What follows belongs to an exercise in optimizing a design on an open flow for small area, a short achievable clock period and few clock cycles; a production flow would make more cautious choices. In this exercise RTL edits were held to simulation tests only and were not proved equivalent to the original. No activity file was given, so power comes from the tool's default toggle rates.

== run A ==
// weight_update
module weight_update
(
   input  logic  clk,
   input  logic  reset,
   input  logic  cmd_valid,
   input  logic  cmd_init,
   output logic  cmd_ready,
   input  wu_pkg::word_t weight_in,
   input  logic  weight_valid,
   output logic  weight_ready,
   input  wu_pkg::word_t gradient_in,
   input  logic  gradient_valid,
   output logic  gradient_ready,
   output wu_pkg::word_t result_out,
   output logic  result_valid,
   input  logic  result_ready,
   input  wu_pkg::len_t  total_length,
   input  wu_pkg::node_t node_id,
   input  wu_pkg::node_t num_node,
   output wu_pkg::addr_t avs_address,
   output wu_pkg::word_t avs_writedata,
   output logic  avs_read,
   output logic  avs_write,
   input  wu_pkg::word_t avs_readdata,
   input  logic  avs_waitrequest,
   input  logic  avs_readdatavalid
);
   localparam int CNT_W = $clog2(wu_pkg::NSLOT + 1);
   localparam int HI_W  = wu_pkg::ADDR_W - wu_pkg::LG_SLICE_WORDS;
  ...
clock: 6.0 ns
lec_check: 0
abc_clock_period_in_ps: 2500
cap_margin: 20
core_margin: 2
core_utilization: 40
cts_buf_list: sky130_fd_sc_hd__clkbuf_4 sky130_fd_sc_hd__clkbuf_8
cts_cluster_size: 30
setup_slack_margin: 3.6
slew_margin: 20
synth_hierarchical: 1
synth_minimum_keep_size: 0
standard.sh (not shown) runs the stock make flow with config.mk's settings and CLKGATE_MAP_FILE= SYNTH_SCRIPT=/design/flow/synth_recipe.tcl, a recipe that flattens the netlist after the stock synthesis.
==> flow/flow/run.sh <==
#!/bin/bash
# Standard layout, with the smallest buffer as the port buffer instead of
# the default delay buffer (the timing repairs upsize it where needed),
# and a clock tree without dummy loads.
set -euo pipefail
bash standard.sh \
  "BUFFER_PORTS_ARGS=-buffer_cell sky130_fd_sc_hd__buf_1" \
  "CTS_ARGS=-sink_clustering_enable -repair_clock_nets -sink_clustering_size 30 -sink_clustering_max_diameter 100 -buf_list {sky130_fd_sc_hd__clkbuf_8 sky130_fd_sc_hd__clkbuf_16} -dont_use_dummy_load" \
  finish > standard.log 2>&1
Both conditions hold for run A: the flow ran to the end and the final layout passed the timing, design-rule and antenna checks.
Testbench counts of run A, summed over its fixed seeds: cycles 20,566.
For run B, these inputs were changed with respect to run A:
- SETUP_SLACK_MARGIN changed from 3.6 to 3.5
diff --git a/flow/flow/run.sh b/flow/flow/run.sh
--- a/flow/flow/run.sh
+++ b/flow/flow/run.sh
@@ -8 +8 @@
-  "CTS_ARGS=-sink_clustering_enable -repair_clock_nets -sink_clustering_size 30 -sink_clustering_max_diameter 100 -buf_list {sky130_fd_sc_hd__clkbuf_8 sky130_fd_sc_hd__clkbuf_16} -dont_use_dummy_load" \
+  "CTS_ARGS=-sink_clustering_enable -repair_clock_nets -sink_clustering_size 20 -sink_clustering_max_diameter 80 -buf_list {sky130_fd_sc_hd__clkbuf_8 sky130_fd_sc_hd__clkbuf_16} -dont_use_dummy_load" \
==> comparison <==
Where total power is concerned, run A is better than run B. Any difference in number of multi-input combinational cells in the layout between run B and run A is small enough to ignore. Where maximum vdd drop is concerned, run A is better than run B. Global-route usage sits lower in run B than in run A. Summary of run B over run A: combinational gate power fell about 4%; fraction of power consumed by the clock network grew by 3.6 points; relative area of clock buffers and inverters in the final design now larger; worst path setup slack after routing decreased 0.038 ns. Between run B and run A, the difference in core outline area is negligible.
Modified inputs, run C compared to run B
- a change of SETUP_SLACK_MARGIN from 3.5 to 3.9
Notes after the runs:
- Of run C and run B, the higher largest net degree at the start of global routing belongs to run B.
- Run B → run C: largest voltage drop on the vdd net decreased about 4.4%, signed area change from the synthesized netlist to the final layout increased by 9.9 points relative to the old numbers.
- For run B, the leading cell type in the layout, fill and taps excluded was buf_1, unlike run C, where it was edfxtp_1.
## Diff of input files: run D against run C
- SETUP_SLACK_MARGIN: 3.9 -> 3.6
diff --git a/flow/flow/run.sh b/flow/flow/run.sh
--- a/flow/flow/run.sh
+++ b/flow/flow/run.sh
@@ -8 +8 @@
-  "CTS_ARGS=-sink_clustering_enable -repair_clock_nets -sink_clustering_size 20 -sink_clustering_max_diameter 80 -buf_list {sky130_fd_sc_hd__clkbuf_8 sky130_fd_sc_hd__clkbuf_16} -dont_use_dummy_load" \
+  "CTS_ARGS=-sink_clustering_enable -repair_clock_nets -sink_clustering_size 25 -sink_clustering_max_diameter 80 -buf_list {sky130_fd_sc_hd__clkbuf_16} -dont_use_dummy_load" \
### Flow results
Ratio of routed vias to standard cells: run D vs run C down 0.66%
Between run D and run C, it is run D whose actual transition at the worst max-transition pin is higher, by 0.26 ns.
Half-perimeter wire length after detailed placement was higher in the run labelled run D.
The number of buffers created by CTS of run D falls short of that of run C by 6.5%.
Final cycle utilization of the critical path was higher in run C than in run D.
Run D ended with every stage complete and zero timing, DRC or antenna violations.
Worst path setup slack after routing | run D above run C
NOTE: hold slack in run D exceeds that of run C
Fraction of area in clock buffers and inverters delta (run C -> run D): insignificant
Edits applied to the flow inputs when going from run D to run E:
diff --git a/flow/flow/run.sh b/flow/flow/run.sh
--- a/flow/flow/run.sh
+++ b/flow/flow/run.sh
@@ -8 +8 @@
-  "CTS_ARGS=-sink_clustering_enable -repair_clock_nets -sink_clustering_size 25 -sink_clustering_max_diameter 80 -buf_list {sky130_fd_sc_hd__clkbuf_16} -dont_use_dummy_load" \
+  "CTS_ARGS=-sink_clustering_enable -repair_clock_nets -sink_clustering_size 20 -sink_clustering_max_diameter 80 -buf_list {sky130_fd_sc_hd__clkbuf_8 sky130_fd_sc_hd__clkbuf_16} -dont_use_dummy_load" \
Findings:
Delta (run E minus run D): part of the total power dissipated in the clock network went up 0.4 points, global-route usage held steady, aggregate routed wire length higher.
Delta (run E minus run D): number of nets in the finished design essentially unchanged; number of fill cells went down about 0.36%; post-route cell area held; setup slack shows an increase of 0.013 ns.
Time the final worst path needs with I/O delays and setup was lower in run E than in run D.

[re-timing with driven ports]
In the flow no input, the clock included, has a driving cell. The finished layouts below were timed again as built, in two steps.
Step 1 sets driving cells, clkbuf_16 on the clock port and buf_2 on the other inputs (assumed; they add their load-dependent delay and slew).
Step 2 adds t to the input delays and takes it off the output delays; t is the mean of the earliest and latest rising clock arrival at the registers after step 1. Input paths then give back, and output paths get back, about the clock's delay inside the block.
a / b / c = no drivers / after step 1 / after step 2; a / b = the first two.
| run | shift t [ns] | setup slack, ns | slew at the worst register clock pin (ns) | worst data-port slew with drivers (ns) | cell pins on the clock port's net |
|---|---|---|---|---|---|
| run A | 0.597 | 3.581 / 3.525 / 2.966 | 0.12 / 0.12 | 0.14 | 1 |
| run B | 0.639 | 3.543 / 3.496 / 2.857 | 0.08 / 0.08 | 0.13 | 1 |
| run C | 0.643 | 3.538 / 3.479 / 2.983 | 0.09 / 0.09 | 0.14 | 1 |
| run D | 0.630 | 3.556 / 3.499 / 2.955 | 0.10 / 0.10 | 0.13 | 1 |
| run E | 0.629 | 3.569 / 3.512 / 2.964 | 0.09 / 0.09 | 0.14 | 1 |
After both steps every run listed still meets setup and hold. For run B, which loses most, drivers alone change the setup slack by -0.047 ns; drivers and shift together by -0.686 ns.
